What follows belongs to an exercise in optimizing a design on an open flow for small area, a short achievable clock period and few clock cycles per item; a production flow would make more cautious choices.
Function was checked by simulation only, so behaviour that the tests miss may differ from the original.
Power and IR drop assume default switching activity.

==> flow/design.v <==
package rau_pkg;
    localparam logic [2:0] MODE_ADD = 3'd0;
    localparam logic [2:0] MODE_SUB = 3'd1;
    localparam logic [2:0] MODE_MUL = 3'd2;
    localparam logic [2:0] MODE_DIV = 3'd3;
    localparam logic [2:0] MODE_NEG = 3'd4;
    localparam logic [2:0] MODE_INC = 3'd5;
    localparam logic [2:0] MODE_DEC = 3'd6;
    localparam logic [2:0] MODE_RED = 3'd7;
    localparam logic [1:0] ERR_OK       = 2'd0;
    localparam logic [1:0] ERR_ZERO_DEN = 2'd1;
    localparam logic [1:0] ERR_DIV_ZERO = 2'd2;
    localparam logic [1:0] ERR_OVERFLOW = 2'd3;
endpackage
module rational_arithmetic_unit (
    input  logic         aclk,
    input  logic         aresetn,
    input  logic         s_axis_tvalid,
    output logic         s_axis_tready,
    input  logic [135:0] s_axis_tdata,
    output logic         m_axis_tvalid,
    input  logic         m_axis_tready,
    output logic [71:0]  m_axis_tdata
);
    localparam logic [3:0] S_IDLE = 4'b0001;
    localparam logic [3:0] S_ERR  = 4'b0010;
    localparam logic [3:0] S_MUL  = 4'b0100;
    localparam logic [3:0] S_GCD  = 4'b1000;
    logic [2:0]  mode;
    logic [31:0] an, ad, bn, bd;
    assign mode = s_axis_tdata[2:0];
    assign an = s_axis_tdata[34:3];
    assign ad = s_axis_tdata[66:35];
    assign bn = s_axis_tdata[98:67];
    assign bd = s_axis_tdata[130:99];
    logic m_add, m_sub, m_mul, m_div, m_neg, m_inc, m_dec, two;
    assign m_add = (mode == rau_pkg::MODE_ADD);
    assign m_sub = (mode == rau_pkg::MODE_SUB);
    assign m_mul = (mode == rau_pkg::MODE_MUL);
    assign m_div = (mode == rau_pkg::MODE_DIV);
    assign m_neg = (mode == rau_pkg::MODE_NEG);
    assign m_inc = (mode == rau_pkg::MODE_INC);
    assign m_dec = (mode == rau_pkg::MODE_DEC);
    assign two   = ~mode[2];
    logic [3:0]  state;
    logic        ovalid;
    logic [4:0]  cnt;
    logic        first_r;
    logic        u1, w1, u2, w2, u3, w3;    
    logic        h1, h2, h3;                
    logic [64:0] x;
    logic [63:0] y;
    logic signed [31:0] p1, p2;
    logic [30:0] q1, q2;
    logic        ovf_r;
    logic        abs_r;      
    logic        sgn_r;      
    logic [1:0]  err_r;
    logic [1:0]  ecode_r;
    logic zd, dz;
    assign zd = (ad == 32'd0) || (two && bd == 32'd0);
    assign dz = m_div && (bn == 32'd0);
    logic [30:0] sig;
    logic [4:0]  top;
    integer j;
    always_comb begin
        sig = (bd[30:0] ^ {31{bd[31]}})
            | (m_mul ? (bn[30:0] ^ {31{bn[31]}}) : (ad[30:0] ^ {31{ad[31]}}));
        top = 5'd0;
        for (j = 0; j < 31; j = j + 1)
            if (sig[j]) top = 5'(j + 1);
    end
    logic [31:0] a2, a3;
    logic        en2, neg1, neg2, f;
    assign a2   = (m_inc || m_dec) ? ad : bn;
    assign a3   = m_div ? bn : ad;
    assign en2  = m_add || m_sub || m_inc || m_dec;
    assign neg1 = m_neg;
    assign neg2 = m_sub || m_dec;
    assign f    = a3[31] ^ (two && (m_div ? ad[31] : bd[31]));
    logic sp;
    assign sp = (m_mul || m_div || m_neg || mode == rau_pkg::MODE_RED)
             && (an[31] ^ (m_mul ? bn[31] : (m_div ? bd[31] : 1'b0)) ^ m_neg ^ f);
    logic [3:0]  nidx, didx;
    logic [32:0] ade, bne, bde;
    logic [2:0]  wad, wbn, wbd, nb1, nb2, nb3;
    assign nidx = cnt[3:0] - 4'd1;
    assign didx = state[0] ? top[4:1] : nidx;
    assign ade = {ad, 1'b0};
    assign bne = {bn, 1'b0};
    assign bde = {bd, 1'b0};
    always_comb begin
        wad = ade[{didx, 1'b0} +: 3];
        wbn = bne[{didx, 1'b0} +: 3];
        wbd = bde[{didx, 1'b0} +: 3];
        nb1 = m_mul ? wbn : wbd;
        nb2 = wad;
        nb3 = m_div ? wad : wbd;
    end
    logic        in_mul, in_abs;
    logic [31:0] ra3;
    logic [64:0] t1, t2, xs, cs_s, cs_c, xa, xb, x_add;
    logic [63:0] t3, ys, y_add;
    assign in_mul = state[2];
    assign in_abs = abs_r;
    assign ra3 = {q2[0], q1};
    always_comb begin
        t1 = u1 ? ((h1 ? {{32{p1[31]}}, p1, 1'b0} : {{33{p1[31]}}, p1}) ^ {65{w1}}) : 65'd0;
        t2 = u2 ? ((h2 ? {{32{p2[31]}}, p2, 1'b0} : {{33{p2[31]}}, p2}) ^ {65{w2}}) : 65'd0;
        xs = first_r ? {64'd0, u1 && w1} : {x[62:0], 1'b0, u1 && w1};
        cs_s = xs ^ t1 ^ t2;
        cs_c = {(xs[63:0] & t1[63:0]) | (xs[63:0] & t2[63:0]) | (t1[63:0] & t2[63:0]), u2 && w2};
        if (in_mul) begin
            xa = cs_s; xb = cs_c;
        end else if (in_abs) begin
            xa = ~x;   xb = 65'd1;
        end else begin
            xa = x;    xb = {1'b1, ~y[63:1], 1'b1};
        end
        x_add = xa + xb;
        if (in_mul) begin
            t3 = u3 ? ((h3 ? {{31{ra3[31]}}, ra3, 1'b0} : {{32{ra3[31]}}, ra3}) ^ {64{w3}}) : 64'd0;
            ys = first_r ? {63'd0, u3 && w3} : {y[61:0], 1'b0, u3 && w3};
        end else begin
            t3 = {~x[63:1], 1'b1};
            ys = y;
        end
        y_add = ys + t3;
    end
    logic        x_zero, x_odd, y_odd, x_eq_y;
    logic [64:0] dsel;
    logic        ge;
    logic [2:0]  lowv;
    logic [1:0]  k;
    always_comb begin
        x_zero = (x == 65'd0);
        x_odd  = x[0];
        y_odd  = y[0];
        x_eq_y = (x == {1'b0, y});
        ge = !x_add[64];
        dsel = ge ? x_add : {1'b0, y_add};
        if (!x_odd && !y_odd) lowv = x[2:0] | y[2:0];
        else if (!x_odd) lowv = x[2:0];
        else if (!y_odd) lowv = y[2:0];
        else lowv = x[2:0] ^ y[2:0];
        if (lowv[0]) k = 2'd0;
        else if (lowv[1]) k = 2'd1;
        else if (lowv[2]) k = 2'd2;
        else k = 2'd3;
    end
    logic        sub_step, xev, yev, both, swap;
    logic [1:0]  kk;
    assign both     = !x_odd && !y_odd;
    assign xev      = !x_odd && y_odd;
    assign yev      = x_odd && !y_odd;
    assign sub_step = x_odd && y_odd;
    assign swap     = (sub_step && !ge) || yev;
    assign kk       = both ? 2'd1 : k;
    function automatic logic p_bad(input logic signed [34:0] v);
        p_bad = (v > 35'sd2147483647) || (v < -35'sd2147483647);
    endfunction
    function automatic logic q_bad(input logic [33:0] v);
        q_bad = (v > 34'd2147483647);
    endfunction
    function automatic logic p_bad_sh(input logic signed [31:0] v, input logic [1:0] sh);
        case (sh)
            2'd0: p_bad_sh = 1'b0;
            2'd1: p_bad_sh = (v >= 32'sh40000000) || (v <= -32'sh40000000);
            2'd2: p_bad_sh = (v >= 32'sh20000000) || (v <= -32'sh20000000);
            default: p_bad_sh = (v >= 32'sh10000000) || (v <= -32'sh10000000);
        endcase
    endfunction
    function automatic logic q_bad_sh(input logic [30:0] v, input logic [1:0] sh);
        case (sh)
            2'd0: q_bad_sh = 1'b0;
            2'd1: q_bad_sh = v[30];
            2'd2: q_bad_sh = |v[30:29];
            default: q_bad_sh = |v[30:28];
        endcase
    endfunction
    logic [64:0] xsrc, x_gcd;
    logic [63:0] y_gcd;
    logic signed [31:0] p1src;
    logic [30:0] q1src;
    logic signed [34:0] psum, p1n;
    logic [33:0] qsum, q1n;
    logic        bad1, bad2, bad_sum, bad1n;
    always_comb begin
        xsrc  = sub_step ? dsel : (yev ? {1'b0, y} : x);
        x_gcd = xsrc >> kk;
        if (both) y_gcd = y >> 1;
        else if (swap) y_gcd = x[63:0];
        else y_gcd = y;
        psum  = 35'(p1) + 35'(p2);
        qsum  = 34'(q1) + 34'(q2);
        p1src = swap ? p2 : p1;
        q1src = swap ? q2 : q1;
        p1n   = 35'(p1src) <<< k;
        q1n   = 34'(q1src) << k;
        bad1  = p_bad_sh(p1, k) || q_bad_sh(q1, k);
        bad2  = p_bad_sh(p2, k) || q_bad_sh(q2, k);
        bad_sum = p_bad(psum) || q_bad(qsum);
        bad1n = swap ? bad2 : bad1;
    end
    logic gcd_done, fin_eq;
    assign fin_eq   = sub_step && x_eq_y;
    assign gcd_done = ovf_r || x_zero || fin_eq;
    logic take, start;
    assign take  = state[1] || (state[3] && gcd_done && !in_abs);
    assign start = state[0] && s_axis_tvalid && (!ovalid || m_axis_tready);
    assign s_axis_tready = take;
    assign m_axis_tvalid = ovalid;
    always_ff @(posedge aclk) begin
        if (!aresetn) begin
            state  <= S_IDLE;
            ovalid <= 1'b0;
        end else begin
            if (m_axis_tready) ovalid <= 1'b0;
            if (take) ovalid <= 1'b1;
            if (start) state <= (zd || dz) ? S_ERR : S_MUL;
            if (state[1]) state <= S_IDLE;
            if (state[2] && cnt == 5'd0) state <= S_GCD;
            if (state[3] && take) state <= S_IDLE;
        end
    end
    always_ff @(posedge aclk) begin
        case (1'b1)
            state[0]: begin
                cnt     <= two ? {1'b0, top[4:1]} : 5'd0;
                sgn_r   <= sp;
                first_r <= 1'b1;
                ecode_r <= zd ? rau_pkg::ERR_ZERO_DEN : rau_pkg::ERR_DIV_ZERO;
                if (start) begin
                    p1 <= an;
                    p2 <= a2;
                    q1 <= a3[30:0];
                    q2 <= {30'd0, a3[31]};
                end
            end
            state[1]: begin
                err_r <= ecode_r;
            end
            state[2]: begin
                x <= x_add;
                y <= y_add;
                first_r <= 1'b0;
                cnt <= {1'b0, nidx};
                if (cnt == 5'd0) begin
                    p1 <= sgn_r ? -32'sd1 : 32'sd1; p2 <= 32'sd0;
                    abs_r <= x_add[64];
                    q1 <= 31'd0;  q2 <= 31'd1;
                    ovf_r <= 1'b0;
                end
            end
            state[3]: begin
                if (gcd_done) begin
                    if (fin_eq && !ovf_r) begin
                        p2 <= psum[31:0];
                        q2 <= qsum[30:0];
                    end
                    err_r <= (ovf_r || (fin_eq && bad_sum))
                             ? rau_pkg::ERR_OVERFLOW : rau_pkg::ERR_OK;
                end else if (in_abs) begin
                    x  <= x_add;
                    p1 <= -32'sd1;
                    abs_r <= 1'b0;
                end else begin
                    x <= x_gcd;
                    y <= y_gcd;
                    if (!both) begin
                        p1 <= p1n[31:0];
                        q1 <= q1n[30:0];
                    end
                    if (sub_step) begin
                        p2 <= psum[31:0];
                        q2 <= qsum[30:0];
                    end else if (yev) begin
                        p2 <= p1;
                        q2 <= q1;
                    end
                    ovf_r <= (!both && bad1n) || (sub_step && bad_sum);
                end
            end
            default: ;
        endcase
    end
    function automatic logic bz(input logic [2:0] d);
        bz = (d != 3'b000) && (d != 3'b111);
    endfunction
    function automatic logic bh(input logic [2:0] d);
        bh = (d == 3'b011) || (d == 3'b100);
    endfunction
    always_ff @(posedge aclk) begin
        u1 <= two ? bz(nb1) : 1'b1;
        u2 <= en2 && (two ? bz(nb2) : 1'b1);
        u3 <= two ? bz(nb3) : 1'b1;
        h1 <= two && bh(nb1);
        h2 <= two && bh(nb2);
        h3 <= two && bh(nb3);
        w1 <= neg1 ^ f ^ sp ^ (two && nb1[2]);
        w2 <= neg2 ^ f ^ sp ^ (two && nb2[2]);
        w3 <= f ^ (two && nb3[2]);
    end
    logic ok;
    assign ok = (err_r == rau_pkg::ERR_OK);
    assign m_axis_tdata = {7'd0, err_r, ok ? q2 : 31'd1, ok ? p2 : 32'd0};
endmodule
Settings: LEC_CHECK=0, CAP_MARGIN=20, CORE_MARGIN=2, CORE_UTILIZATION=40, SETUP_SLACK_MARGIN=4, SLEW_MARGIN=20; clock period 10.0 ns.
run.sh (not shown) runs the stock make flow with config.mk's settings and CLKGATE_MAP_FILE= SYNTH_SCRIPT=/design/flow/synth_recipe.tcl, a recipe that flattens the netlist after the stock synthesis.
Testbench counts at the start, summed over its fixed seeds: cycles 49,017, items 2,400.
Edit:
--- a/flow/design.v
+++ b/flow/design.v
@@ -46,17 +46,19 @@
     logic        ovalid;
     logic [4:0]  cnt;
     logic        first_r;
     logic        u1, w1, u2, w2, u3, w3;    
     logic        h1, h2, h3;                
+    logic        se1, se2, se3;             
     logic [64:0] x;
     logic [63:0] y;
     logic signed [31:0] p1, p2;
     logic [30:0] q1, q2;
     logic        ovf_r;
     logic        abs_r;      
     logic        sgn_r;      
+    logic [1:0]  k_r;        
     logic [1:0]  err_r;
     logic [1:0]  ecode_r;
     logic zd, dz;
     assign zd = (ad == 32'd0) || (two && bd == 32'd0);
     assign dz = m_div && (bn == 32'd0);
@@ -105,10 +107,12 @@
     assign in_abs = abs_r;
     assign ra3 = {q2[0], q1};
     always_comb begin
         t1 = u1 ? ((h1 ? {{32{p1[31]}}, p1, 1'b0} : {{33{p1[31]}}, p1}) ^ {65{w1}}) : 65'd0;
         t2 = u2 ? ((h2 ? {{32{p2[31]}}, p2, 1'b0} : {{33{p2[31]}}, p2}) ^ {65{w2}}) : 65'd0;
+        t1[64:34] = {31{se1}};
+        t2[64:34] = {31{se2}};
         xs = first_r ? {64'd0, u1 && w1} : {x[62:0], 1'b0, u1 && w1};
         cs_s = xs ^ t1 ^ t2;
         cs_c = {(xs[63:0] & t1[63:0]) | (xs[63:0] & t2[63:0]) | (t1[63:0] & t2[63:0]), u2 && w2};
         if (in_mul) begin
             xa = cs_s; xb = cs_c;
@@ -118,37 +122,30 @@
             xa = x;    xb = {1'b1, ~y[63:1], 1'b1};
         end
         x_add = xa + xb;
         if (in_mul) begin
             t3 = u3 ? ((h3 ? {{31{ra3[31]}}, ra3, 1'b0} : {{32{ra3[31]}}, ra3}) ^ {64{w3}}) : 64'd0;
+            t3[63:34] = {30{se3}};
             ys = first_r ? {63'd0, u3 && w3} : {y[61:0], 1'b0, u3 && w3};
         end else begin
             t3 = {~x[63:1], 1'b1};
             ys = y;
         end
         y_add = ys + t3;
     end
     logic        x_zero, x_odd, y_odd, x_eq_y;
     logic [64:0] dsel;
     logic        ge;
-    logic [2:0]  lowv;
     logic [1:0]  k;
     always_comb begin
         x_zero = (x == 65'd0);
         x_odd  = x[0];
         y_odd  = y[0];
         x_eq_y = (x == {1'b0, y});
-        ge = !x_add[64];
+        ge = (x >= {1'b0, y});
         dsel = ge ? x_add : {1'b0, y_add};
-        if (!x_odd && !y_odd) lowv = x[2:0] | y[2:0];
-        else if (!x_odd) lowv = x[2:0];
-        else if (!y_odd) lowv = y[2:0];
-        else lowv = x[2:0] ^ y[2:0];
-        if (lowv[0]) k = 2'd0;
-        else if (lowv[1]) k = 2'd1;
-        else if (lowv[2]) k = 2'd2;
-        else k = 2'd3;
+        k = k_r;
     end
     logic        sub_step, xev, yev, both, swap;
     logic [1:0]  kk;
     assign both     = !x_odd && !y_odd;
     assign xev      = !x_odd && y_odd;
@@ -239,11 +236,10 @@
             end
             state[1]: begin
                 err_r <= ecode_r;
             end
             state[2]: begin
-                x <= x_add;
                 y <= y_add;
                 first_r <= 1'b0;
                 cnt <= {1'b0, nidx};
                 if (cnt == 5'd0) begin
                     p1 <= sgn_r ? -32'sd1 : 32'sd1; p2 <= 32'sd0;
@@ -259,15 +255,13 @@
                         q2 <= qsum[30:0];
                     end
                     err_r <= (ovf_r || (fin_eq && bad_sum))
                              ? rau_pkg::ERR_OVERFLOW : rau_pkg::ERR_OK;
                 end else if (in_abs) begin
-                    x  <= x_add;
                     p1 <= -32'sd1;
                     abs_r <= 1'b0;
                 end else begin
-                    x <= x_gcd;
                     y <= y_gcd;
                     if (!both) begin
                         p1 <= p1n[31:0];
                         q1 <= q1n[30:0];
                     end
@@ -288,10 +282,48 @@
         bz = (d != 3'b000) && (d != 3'b111);
     endfunction
     function automatic logic bh(input logic [2:0] d);
         bh = (d == 3'b011) || (d == 3'b100);
     endfunction
+    function automatic logic [1:0] k_of(input logic [2:0] xl, input logic [2:0] yl);
+        logic [2:0] lv;
+        if (!xl[0] && !yl[0]) lv = xl | yl;
+        else if (!xl[0]) lv = xl;
+        else if (!yl[0]) lv = yl;
+        else lv = xl ^ yl;
+        if (lv[0]) k_of = 2'd0;
+        else if (lv[1]) k_of = 2'd1;
+        else if (lv[2]) k_of = 2'd2;
+        else k_of = 2'd3;
+    endfunction
+    logic [64:0] x_d;
+    logic [63:0] y_nx;
+    always_comb begin
+        x_d  = (in_mul || in_abs) ? x_add : x_gcd;
+        if (in_mul) y_nx = y_add;
+        else if (state[3] && !gcd_done && !in_abs) y_nx = y_gcd;
+        else y_nx = y;
+    end
+    always_ff @(posedge aclk) begin
+        x <= x_d;
+        k_r <= k_of(x_d[2:0], y_nx[2:0]);
+    end
+    logic nu1, nu2, nu3, nw1, nw2, nw3;
+    logic [31:0] na3;
+    always_comb begin
+        nu1 = two ? bz(nb1) : 1'b1;
+        nu2 = en2 && (two ? bz(nb2) : 1'b1);
+        nu3 = two ? bz(nb3) : 1'b1;
+        nw1 = neg1 ^ f ^ sp ^ (two && nb1[2]);
+        nw2 = neg2 ^ f ^ sp ^ (two && nb2[2]);
+        nw3 = f ^ (two && nb3[2]);
+    end
+    always_ff @(posedge aclk) begin
+        se1 <= nu1 && ((state[0] ? an[31] : p1[31]) ^ nw1);
+        se2 <= nu2 && ((state[0] ? a2[31] : p2[31]) ^ nw2);
+        se3 <= nu3 && ((state[0] ? a3[31] : ra3[31]) ^ nw3);
+    end
     always_ff @(posedge aclk) begin
         u1 <= two ? bz(nb1) : 1'b1;
         u2 <= en2 && (two ? bz(nb2) : 1'b1);
         u3 <= two ? bz(nb3) : 1'b1;
         h1 <= two && bh(nb1);
Non-clock buffer count shrinks by 101.
Count of clock-buffer cells in the layout grows by 1.
Fmax grows by about 0.4%.
Via count shrinks by about 4%.
Worst setup slack improves by 25 ps.
Power grows by 43%.
First-iteration DRC count shrinks by about 10%.
Routed wire length shrinks by 11%.
Critical path depth shrinks by 5.
Area after synthesis shrinks by 1.3%.
Testbench counts after the change, summed over its fixed seeds: cycles 49,017, items 2,400.

==> static timing again, ports no longer ideal <==
How much do the figures lean on ideal ports? The routed layouts below were timed once more, with nothing changed but the port constraints.
Step 1, drivers: a clkbuf_16 drives aclk and a buf_2 each remaining input, both assumed.
Step 2 also shifts input and output timing later by t, the mid clock arrival at the registers, as if the neighbouring blocks saw the same clock.
Slacks: no drivers / after step 1 / after step 2; pairs: no drivers / after step 1.
| run | shift t [ns] | setup WS [ns] | worst register clock-pin slew, ns |
|---|---|---|---|
| the first run | 0.697 | 4.043 / 3.987 / 3.393 | 0.08 / 0.08 |
| the second run | 0.681 | 4.068 / 4.001 / 3.457 | 0.07 / 0.07 |
After both steps every run listed still meets setup and hold. The setup slack of the first run, which loses most, moves by -0.056 ns with the drivers and by -0.650 ns with both steps.
